Source: an optimization exercise on an open RTL-to-GDS flow (aim: small area). Production flows keep margins and buffers that such runs may drop.
Function was checked by simulation only, so behaviour that the tests miss may differ from the original.

File: flow/config.mk
export PLATFORM = sky130hd
export DESIGN_NAME = midi_synth
export DESIGN_NICKNAME = midi_synth
export VERILOG_FILES = /design/flow/design.v
export SDC_FILE = /design/flow/constraint.sdc
export NUM_CORES = 4
export LEC_CHECK = 0
export ABC_AREA = 1
export CAP_MARGIN = 20
export CORE_MARGIN = 2
export CORE_UTILIZATION = 40
export SLEW_MARGIN = 20
File: flow/constraint.sdc
create_clock -name core_clock -period 12.0 [get_ports {clock}]
set_input_delay 2.4000 -clock core_clock [delete_from_list [all_inputs] [get_ports {clock}]]
set_output_delay 2.4000 -clock core_clock [all_outputs]
set_load 0.01 [all_outputs]
File: flow/design.v
package synth_pkg;
	typedef logic [7:0] note_t;
	typedef logic [23:0] phase_inc_t;
	typedef logic [23:0] phase_t;
	typedef logic signed [15:0] sample_t;
	typedef logic [1:0] wave_sel_t;
	typedef logic [7:0] axil_addr_t;
	typedef logic [31:0] axil_data_t;
	typedef logic [3:0] axil_strb_t;
	typedef logic [1:0] axil_resp_t;
	localparam axil_resp_t resp_okay = 2'b00;
	localparam axil_resp_t resp_slverr = 2'b10;
	localparam wave_sel_t wave_square = 2'd0;
	localparam wave_sel_t wave_saw = 2'd1;
	localparam wave_sel_t wave_triangle = 2'd2;
	localparam wave_sel_t wave_sine = 2'd3;
	typedef struct packed {
		logic [7:0] unused;
		logic [3:0] status;
		logic [3:0] channel;
		note_t note;
		logic [7:0] value;
	} midi_msg_t;
	localparam logic [3:0] midi_note_on = 4'h9;
	localparam logic [3:0] midi_note_off = 4'h8;
	localparam logic [3:0] midi_pitch_bend = 4'hE;
	typedef enum logic [2:0] {
		idle,
		base_lookup,
		next_lookup,
		playing
	} control_state_t;
	typedef struct packed {
		logic active;
		logic [2:0] state;
		note_t note;
		logic [19:0] inc_high;
	} synth_status_t;
	localparam axil_addr_t reg_midi = 8'h00;
	localparam axil_addr_t reg_wave = 8'h04;
	localparam axil_addr_t reg_status = 8'h08;
	localparam axil_addr_t reg_increment = 8'h0C;
	localparam axil_addr_t reg_snapshot = 8'h10;
endpackage
`timescale 1ns/10ps
module pitch_table (
	input synth_pkg::note_t note,
	output logic [22:0] base_inc,
	output logic [23:0] delta_inc
);
	logic [6:0] clamped;
	logic [3:0] octave;
	logic [3:0] shift;
	logic [3:0] semitone;
	logic [22:0] top_octave;
	logic [18:0] top_gap;
	logic carry;
	logic [17:0] gap;
	always_comb begin
		clamped = note[7] ? 7'd127 : note[6:0];
		octave = 4'd0;
		for (int o = 1; o <= 10; o++) begin
			if (clamped >= 7'(12 * o)) begin
				octave = 4'(o);
			end
		end
		semitone = 4'(clamped - 7'(12 * octave));
		shift = 4'd10 - octave;
		case (semitone)
			4'd0: begin top_octave = 23'd2926232; top_gap = 19'd174003; end
			4'd1: begin top_octave = 23'd3100235; top_gap = 19'd184349; end
			4'd2: begin top_octave = 23'd3284584; top_gap = 19'd195312; end
			4'd3: begin top_octave = 23'd3479896; top_gap = 19'd206925; end
			4'd4: begin top_octave = 23'd3686821; top_gap = 19'd219231; end
			4'd5: begin top_octave = 23'd3906052; top_gap = 19'd232266; end
			4'd6: begin top_octave = 23'd4138318; top_gap = 19'd246076; end
			4'd7: begin top_octave = 23'd4384394; top_gap = 19'd260710; end
			4'd8: begin top_octave = 23'd4645104; top_gap = 19'd276212; end
			4'd9: begin top_octave = 23'd4921316; top_gap = 19'd292635; end
			4'd10: begin top_octave = 23'd5213951; top_gap = 19'd310064; end
			4'd11: begin top_octave = 23'd5524015; top_gap = 19'd328449; end
			default: begin top_octave = 23'd0; top_gap = 19'd0; end
		endcase
		case ({semitone, shift})
			{4'd0, 4'd5}, {4'd0, 4'd6}, {4'd0, 4'd8}, {4'd0, 4'd9}, {4'd0, 4'd10},
			{4'd1, 4'd1}, {4'd1, 4'd2}, {4'd1, 4'd3}, {4'd1, 4'd4}, {4'd1, 4'd5},
			{4'd2, 4'd6}, {4'd2, 4'd7}, {4'd2, 4'd8}, {4'd2, 4'd10},
			{4'd3, 4'd4}, {4'd3, 4'd5}, {4'd3, 4'd7},
			{4'd4, 4'd1}, {4'd4, 4'd2}, {4'd4, 4'd3}, {4'd4, 4'd4}, {4'd4, 4'd5},
			{4'd4, 4'd6}, {4'd4, 4'd7}, {4'd4, 4'd8}, {4'd4, 4'd9},
			{4'd5, 4'd10},
			{4'd6, 4'd3}, {4'd6, 4'd4}, {4'd6, 4'd5}, {4'd6, 4'd6}, {4'd6, 4'd7}, {4'd6, 4'd9},
			{4'd7, 4'd2}, {4'd7, 4'd3}, {4'd7, 4'd4}, {4'd7, 4'd10},
			{4'd8, 4'd5}, {4'd8, 4'd6}, {4'd8, 4'd7}, {4'd8, 4'd8},
			{4'd9, 4'd9}, {4'd9, 4'd10},
			{4'd10, 4'd5}, {4'd10, 4'd6}, {4'd10, 4'd7}, {4'd10, 4'd8}, {4'd10, 4'd9}, {4'd10, 4'd10},
			{4'd11, 4'd1}, {4'd11, 4'd2}, {4'd11, 4'd3}, {4'd11, 4'd4}, {4'd11, 4'd10}:
				carry = 1'b1;
			default: carry = 1'b0;
		endcase
		base_inc = top_octave >> shift;
		gap = 18'(top_gap >> shift) + 18'(carry);
		if (note == 8'd255) begin
			delta_inc = 24'hBD249F;
		end else if (clamped == 7'd127) begin
			delta_inc = '0;
		end else begin
			delta_inc = {6'd0, gap};
		end
	end
endmodule
`timescale 1ns/10ps
module synth_control (
	input logic clock,
	input logic reset,
	input logic [1:0] msg_kind,
	input logic [7:0] msg_byte,
	output logic busy,
	output synth_pkg::synth_status_t status,
	output synth_pkg::phase_inc_t increment
);
	localparam logic [1:0] kind_on = 2'd1;
	localparam logic [1:0] kind_off = 2'd2;
	localparam logic [1:0] kind_bend = 2'd3;
	logic [1:0] state;
	logic active;
	synth_pkg::note_t cur_note;
	logic [7:0] bend;
	logic [22:0] base_inc;
	logic [23:0] delta_inc;
	logic [27:0] bent;
	logic [27:0] bend_row;
	assign busy = state[0] ^ state[1];
	pitch_table u_pitch_table (
		.note(cur_note),
		.base_inc(base_inc),
		.delta_inc(delta_inc)
	);
	always_comb begin
		case (bend[7:6])
			2'd0: bend_row = {~delta_inc[21:0], 6'd0};
			2'd1: bend_row = '0;
			2'd2: bend_row = {delta_inc[21:0], 6'd0};
			default: bend_row = {delta_inc[20:0], 7'd0};
		endcase
		bent = {1'b0, base_inc, 4'd0} + 28'(bend[5:0] * delta_inc) + bend_row +
			((bend[7:6] == 2'd0) ? 28'd79 : 28'd0);
		increment = active ? bent[27:4] : '0;
	end
	always_ff @(posedge clock) begin
		if (reset) begin
			state <= 2'd0;
			active <= 1'b0;
			cur_note <= '0;
		end else begin
			case (state)
				2'd1: state <= 2'd2;
				2'd2: begin
					state <= 2'd3;
					active <= 1'b1;
					cur_note <= msg_byte;
				end
				default: begin
					if (msg_kind == kind_on) begin
						state <= 2'd1;
					end
					if (msg_kind == kind_off && active && msg_byte == cur_note) begin
						active <= 1'b0;
						state <= 2'd0;
					end
				end
			endcase
		end
	end
	always_ff @(posedge clock) begin
		if (state == 2'd2) begin
			bend <= 8'd64;
		end else if (msg_kind == kind_bend && active) begin
			bend <= msg_byte;
		end
	end
	assign status.active = active;
	assign status.state = {1'b0, state};
	assign status.note = busy ? msg_byte : cur_note;
	assign status.inc_high = increment[23:4];
endmodule
`timescale 1ns/10ps
module synth_axil_regs (
	input logic clock,
	input logic reset,
	input synth_pkg::axil_addr_t awaddr,
	input logic awvalid,
	output logic awready,
	input synth_pkg::axil_data_t wdata,
	input synth_pkg::axil_strb_t wstrb,
	input logic wvalid,
	output logic wready,
	output synth_pkg::axil_resp_t bresp,
	output logic bvalid,
	input logic bready,
	input synth_pkg::axil_addr_t araddr,
	input logic arvalid,
	output logic arready,
	output synth_pkg::axil_data_t rdata,
	output synth_pkg::axil_resp_t rresp,
	output logic rvalid,
	input logic rready,
	input logic busy,
	input synth_pkg::synth_status_t status,
	input synth_pkg::phase_inc_t increment,
	input logic [15:0] phase_high,
	input synth_pkg::sample_t sample,
	output logic [1:0] msg_kind,
	output logic [7:0] msg_byte,
	output synth_pkg::wave_sel_t wave_sel
);
	logic write_fire;
	logic read_fire;
	logic write_known;
	logic read_known;
	logic [3:0] msg_status;
	logic bresp_err;
	logic rresp_err;
	assign awready = awvalid && wvalid && !bvalid && !busy;
	assign wready = awready;
	assign write_fire = awready;
	assign arready = !rvalid;
	assign read_fire = arvalid && arready;
	assign write_known = (awaddr[7:5] == 3'd0) && (awaddr[1:0] == 2'd0) && (awaddr[4:2] <= 3'd4);
	assign read_known = (araddr[7:5] == 3'd0) && (araddr[1:0] == 2'd0) && (araddr[4:2] <= 3'd4);
	assign msg_status = wdata[23:20];
	always_ff @(posedge clock) begin
		if (reset) begin
			bvalid <= 1'b0;
			msg_kind <= 2'd0;
			wave_sel <= synth_pkg::wave_square;
		end else begin
			msg_kind <= 2'd0;
			if (write_fire) begin
				bvalid <= 1'b1;
				if (awaddr == synth_pkg::reg_midi) begin
					case (msg_status)
						synth_pkg::midi_note_on: msg_kind <= 2'd1;
						synth_pkg::midi_note_off: msg_kind <= 2'd2;
						synth_pkg::midi_pitch_bend: msg_kind <= 2'd3;
						default: msg_kind <= 2'd0;
					endcase
				end
				if (awaddr == synth_pkg::reg_wave && wstrb[0]) begin
					wave_sel <= wdata[1:0];
				end
			end else if (bready) begin
				bvalid <= 1'b0;
			end
		end
	end
	always_ff @(posedge clock) begin
		if (write_fire) begin
			bresp_err <= !write_known;
			msg_byte <= (msg_status == synth_pkg::midi_pitch_bend) ? wdata[7:0] : wdata[15:8];
		end
	end
	assign bresp = {bresp_err, 1'b0};
	always_ff @(posedge clock) begin
		if (reset) begin
			rvalid <= 1'b0;
		end else if (read_fire) begin
			rvalid <= 1'b1;
		end else if (rready) begin
			rvalid <= 1'b0;
		end
	end
	always_ff @(posedge clock) begin
		if (read_fire) begin
			rresp_err <= !read_known;
			case (araddr)
				synth_pkg::reg_wave: rdata <= {30'd0, wave_sel};
				synth_pkg::reg_status: rdata <= status;
				synth_pkg::reg_increment: rdata <= {8'd0, increment};
				synth_pkg::reg_snapshot: rdata <= {phase_high, sample};
				default: rdata <= '0;
			endcase
		end
	end
	assign rresp = {rresp_err, 1'b0};
endmodule
`timescale 1ns/10ps
module oscillator (
	input logic clock,
	input logic reset,
	input logic tick,
	input synth_pkg::phase_inc_t increment,
	input synth_pkg::wave_sel_t wave_sel,
	output synth_pkg::phase_t phase,
	output synth_pkg::sample_t sample
);
	logic [15:0] p;
	logic [14:0] folded;
	logic [13:0] u;
	logic [28:0] sq;
	logic [28:0] sine_sum;
	logic [28:0] sine_prod;
	always_ff @(posedge clock) begin
		if (reset) begin
			phase <= '0;
		end else if (tick) begin
			phase <= phase + increment;
		end
	end
	assign p = phase[23:8];
	assign folded = p[15] ? p[14:0] : ~p[14:0];
	assign u = p[14] ? p[13:0] : ~p[13:0];
	always_comb begin
		sq = '0;
		for (int i = 0; i < 14; i++) begin
			sq = sq + (29'(u[i]) << (2 * i));
			for (int j = i + 1; j < 14; j++) begin
				sq = sq + (29'(u[i] & u[j]) << (i + j + 1));
			end
		end
		if (p[15]) begin
			sine_sum = sq + 29'(u) + 29'd16383;
		end else if (p[14]) begin
			sine_sum = sq;
		end else begin
			sine_sum = sq + 29'({u, 1'b1});
		end
		sine_prod = (p[15] ? ~sine_sum : sine_sum) + 29'h1000_0000;
		case (wave_sel)
			synth_pkg::wave_square: sample = p[15] ? -16'sd32768 : 16'sd32767;
			synth_pkg::wave_saw: sample = {~p[15], p[14:0]};
			synth_pkg::wave_triangle: sample = {~folded[14], folded[13:0], 1'b0};
			default: sample = sine_prod[28:13];
		endcase
	end
endmodule
`timescale 1ns/10ps
module pwm_modulator (
	input logic clock,
	input logic reset,
	input synth_pkg::sample_t sample,
	output logic tick,
	output logic audio_pwm,
	output logic audio_enable
);
	logic [7:0] count;
	logic [7:0] level;
	assign tick = (count[3:0] == 4'hF);
	always_ff @(posedge clock) begin
		if (reset) begin
			count <= '0;
			level <= '0;
		end else begin
			count <= count + 1'b1;
			if (count == 8'hFF) begin
				level <= {~sample[15], sample[14:8]};
			end
		end
	end
	assign audio_pwm = (count < level);
	assign audio_enable = !reset;
endmodule
`timescale 1ns/10ps
module midi_synth #(
	parameter int sample_div = 16,
	parameter int pwm_bits = 8
) (
	input logic clock,
	input logic reset,
	input synth_pkg::axil_addr_t awaddr,
	input logic awvalid,
	output logic awready,
	input synth_pkg::axil_data_t wdata,
	input synth_pkg::axil_strb_t wstrb,
	input logic wvalid,
	output logic wready,
	output synth_pkg::axil_resp_t bresp,
	output logic bvalid,
	input logic bready,
	input synth_pkg::axil_addr_t araddr,
	input logic arvalid,
	output logic arready,
	output synth_pkg::axil_data_t rdata,
	output synth_pkg::axil_resp_t rresp,
	output logic rvalid,
	input logic rready,
	output logic audio_pwm,
	output logic audio_enable
);
	logic [1:0] msg_kind;
	logic [7:0] msg_byte;
	synth_pkg::wave_sel_t wave_sel;
	logic busy;
	synth_pkg::synth_status_t status;
	synth_pkg::phase_inc_t increment;
	synth_pkg::phase_t phase;
	synth_pkg::sample_t sample;
	logic tick;
	synth_axil_regs u_regs (
		.clock(clock), .reset(reset),
		.awaddr(awaddr), .awvalid(awvalid), .awready(awready),
		.wdata(wdata), .wstrb(wstrb), .wvalid(wvalid), .wready(wready),
		.bresp(bresp), .bvalid(bvalid), .bready(bready),
		.araddr(araddr), .arvalid(arvalid), .arready(arready),
		.rdata(rdata), .rresp(rresp), .rvalid(rvalid), .rready(rready),
		.busy(busy), .status(status), .increment(increment),
		.phase_high(phase[23:8]), .sample(sample),
		.msg_kind(msg_kind), .msg_byte(msg_byte), .wave_sel(wave_sel)
	);
	synth_control u_control (
		.clock(clock), .reset(reset),
		.msg_kind(msg_kind), .msg_byte(msg_byte),
		.busy(busy), .status(status), .increment(increment)
	);
	oscillator u_oscillator (
		.clock(clock), .reset(reset), .tick(tick),
		.increment(increment), .wave_sel(wave_sel),
		.phase(phase), .sample(sample)
	);
	pwm_modulator u_pwm (
		.clock(clock), .reset(reset),
		.sample(sample), .tick(tick),
		.audio_pwm(audio_pwm), .audio_enable(audio_enable)
	);
endmodule
File: flow/run.sh
#!/bin/bash
# synth_recipe.tcl (not shown) runs the flow's synth.tcl, then flattens the netlist and writes it again
# the make line also repeats each setting of config.mk as NAME=value (left out here)
make -C /OpenROAD-flow-scripts/flow DESIGN_CONFIG=/design/flow/config.mk WORK_HOME=/design/flow/orfs CLKGATE_MAP_FILE= SYNTH_SCRIPT=/design/flow/synth_recipe.tcl finish
==> flow_summary.yaml <==
timing:
  worstMarginPinSlew_ps: 1000
  min_period_ps: 10980
  skew_ps: 10.5
  setup_viol: 0
  final_max_slew_viol_count: 0
  finalHoldViolCount: 0
  setup_tns_ps: 0
  clock.fmax_mhz: 91.1
  fin_crit_sh_pct: 91.5
  maxSlewHeadroom_pct: 32.7
  final.setup.worst_slack_ps: 1020
  rsz0062_at_grt: "false"
cts:
  cts_tree: "done"
  ctsHoldBuffers: 0
  clk_pin_slew_ps: 80
  ctsLongestPathBuffers: 2
  cts_made_buffers: 9
  h-tree-depth: 3
  cts.sink_count: 107
  cts_setup_buffers: 0
  clk_latency_ps: 380
  clockRootBuffer: "clkbuf_16"
  cts_resized: 0
die:
  fp.dieW_um: 232
  fp.dieH_um: 232
  rows: 83
  num_io_pins: 102
  core_um2: 51400
  dieArea_um2: 53900
  start_util_pct: 40.5
yosys:
  yosysSeqAreaShare_pct: 12.3
  synth-xor-area-share_pct: 2.65
  synth.cell_area_um2: 20800
  synth.area.mux_share_pct: 0.240
  synth_cells: 3088
  ys_seq_elements: 107
  synth-compound-area-share_pct: 15.1
  synth_edf_count: 42
  synth_adder_area_share_pct: 30.5
  synthArstFlopShare_pct: 0
  yosys_most_used_dff: "dfxtp_1"
  yosysUniqueCellTypes: 60
  synth_top_family_by_area: "adder cells"
  yosysWarningCount: 5
  syn_area_per_cell_um2: 6.74
  yosys.area_share.simple_pct: 27.1
critical_path:
  slowest_delay_ps: 570
  cp-end-kind: "register"
  crit_fanout: 9
  cp.arrival_ps: 11260
  crit_top_cell: "nand2_1"
  critical_path_class: "reg2reg"
  r2r.worst_path.cells: 73
  crit_path_start_kind: "register"
  critPathSlowestCell: "fa_1"
  crit_required_ps: 12280
cells_and_area:
  area_growth_pct: 16.1
  drive_gt1_share_pct: 10.4
  multiInputGateArea_um2: 15800
  diodes: 0
  final_cells: 4001
  nNetsFinal: 3773
  final_common_cell: "nand2_1"
  seqCellArea_um2: 2560
  fillers: 5275
  fin_util_pct: 47.0
  final_cell_mix: "nand2_1, inv_1, nor2_1"
placed_design:
  place_congestion: 0.960
  dp_hpwl_um: 58700
  dp_slack_ps: 1040
  dp_cells: 3985
  portBuffers: 84
global_route:
  antenna_found_initial: 0
  grt_max_degree: 61
  grt_pass1_wl_um: 112000
  grt.total_usage_pct: 26.5
  grt_pass1_vias: 20500
  overflow: 0
min_path:
  min_path_type: "reg2reg"
  worstHoldPathCells: 1
detailed_routing:
  drt_pass1_iterations: 6
  postRouteAntennaNets: 0
  routed_wl_um: 71000
  drc: 0
  drtIter0Drc: 1875
  wire_per_inst_um: 17.7
  avgViaCountPerCell: 5.39
  vias: 21600
status:
  outcome: "no timing/DRC/antenna violations"
job:
  cap_violations: 0
[path summary, 6_finish.rpt]
kind | from | end | slack [ps]
setup / recovery | u_control.cur_note[7] | u_oscillator.phase[21] | 1020
hold / removal | u_pwm.count[0] | u_pwm.count[0] | 490
setup reg to reg | u_control.cur_note[7] | u_oscillator.phase[21] | 1020
hold reg to reg | u_pwm.count[0] | u_pwm.count[0] | 490
[through the flow]
step	hold WS, ps	cell area (um^2)
2_1_floorplan	430	20800
3_3_place_gp	449	23900
3_5_place_dp	466	23900
4_1_cts	486	24200
5_1_grt	504	24200
6_report	488	24200
[area by class of cell]
cell class | count | area share, %
Clock buffer | 11 | 1.06
Clock inverter | 5 | 0.223
Inverter | 540 | 8.39
Multi-Input combinational cell | 2337 | 65.2
Sequential cell | 107 | 10.6
Tap cell | 680 | 3.52
Timing Repair Buffer | 321 | 11.0
[cells by family (layout without fill, tap and decap cells)]
kind of cell	count (synthesis)	after routing
adders and majority gates	398	398
AOI/OAI and AO/OA	559	559
muxes	5	5
other	1	2
xor gates and xnor gates	63	63
and+or+nand+nor	1310	1310
buffers and inverters	645	877
DFF	107	107
[registers in the layout, summed over array words and instances (netlist names), 8 cells and up]
signal / cells
u_oscillator.phase: 24
u_pwm.level: 8
u_regs.rdata: 32
u_control.cur_note: 8
u_control.bend: 8
u_pwm.count: 8
u_regs.msg_byte: 8
[critical path: cells and delay by family, from the launching register on]
| kind | cells | cell delay, ps |
|---|---|---|
| flip-flops | 1 | 330 |
| AO/OA/AOI/OAI | 17 | 2340 |
| XOR/XNOR | 1 | 140 |
| adder cells (fa/ha/maj) | 10 | 3710 |
| buffers and inverters | 13 | 1370 |
| AND/OR/NAND/NOR | 32 | 2950 |
[per-layer routing]
metal / vias up / global-route usage [%] / routed length (um)
li1: 10400 / - / -
met2: 841 / 39.9 / 30200
met1: 10200 / 38.9 / 33100
met3: 75 / 6.03 / 6490
met5: - / 0 / 0
met4: 0 / 4.73 / 1190
[synthesized netlist by cell type (5+ instances only)]
cell type	count	share of area, %
nor2_2	19	0.57
nand3_1	230	5.5
a22oi_1	7	0.25
nand2_1	643	12
mux2i_1	5	0.24
buf_4	9	0.32
o211ai_1	28	1.0
inv_2	17	0.31
clkbuf_1	66	1.2
o21bai_1	16	0.58
nand3_2	19	0.91
a21oi_1	185	4.4
o22ai_1	21	0.63
clkinv_1	13	0.23
nand2_2	15	0.45
xor2_1	47	2.0
dfxtp_1	65	6.2
o21ai_1	19	0.46
a21o_1	10	0.36
inv_1	510	9.2
or2_2	7	0.21
buf_2	14	0.34
nand4_1	25	0.75
nor2_1	302	5.4
o21ai_0	221	5.3
nor4_1	11	0.33
ha_1	216	13
o21a_1	8	0.29
buf_6	5	0.27
fa_1	182	17
xnor2_1	16	0.67
edfxtp_1	42	6.1
nor3_1	23	0.55
o221ai_1	12	0.50
buf_1	10	0.18

## separate check: timing with driven ports
How much do the figures lean on ideal ports? The routed layout below was timed once more, with nothing changed but the port constraints. Step 1: set_driving_cell puts a clkbuf_16 on clock and a buf_2 on each other input, an assumption about the parent block. Step 2 adds t to the input delays and takes it off the output delays; t is the mean of the earliest and latest rising clock arrival at the registers after step 1. Input paths then give back, and output paths get back, about the clock's delay inside the block. a / b / c = ideal ports / drivers / drivers and shift; a / b = the first two.
t, ns: 0.419
setup slack, ns: 1.024 / 1.024 / 1.024
worst data-port slew with drivers (ns): 0.04
After both steps this run still meets setup and hold. For this run, drivers alone change the setup slack by 0.000 ns; drivers and shift together by 0.000 ns.
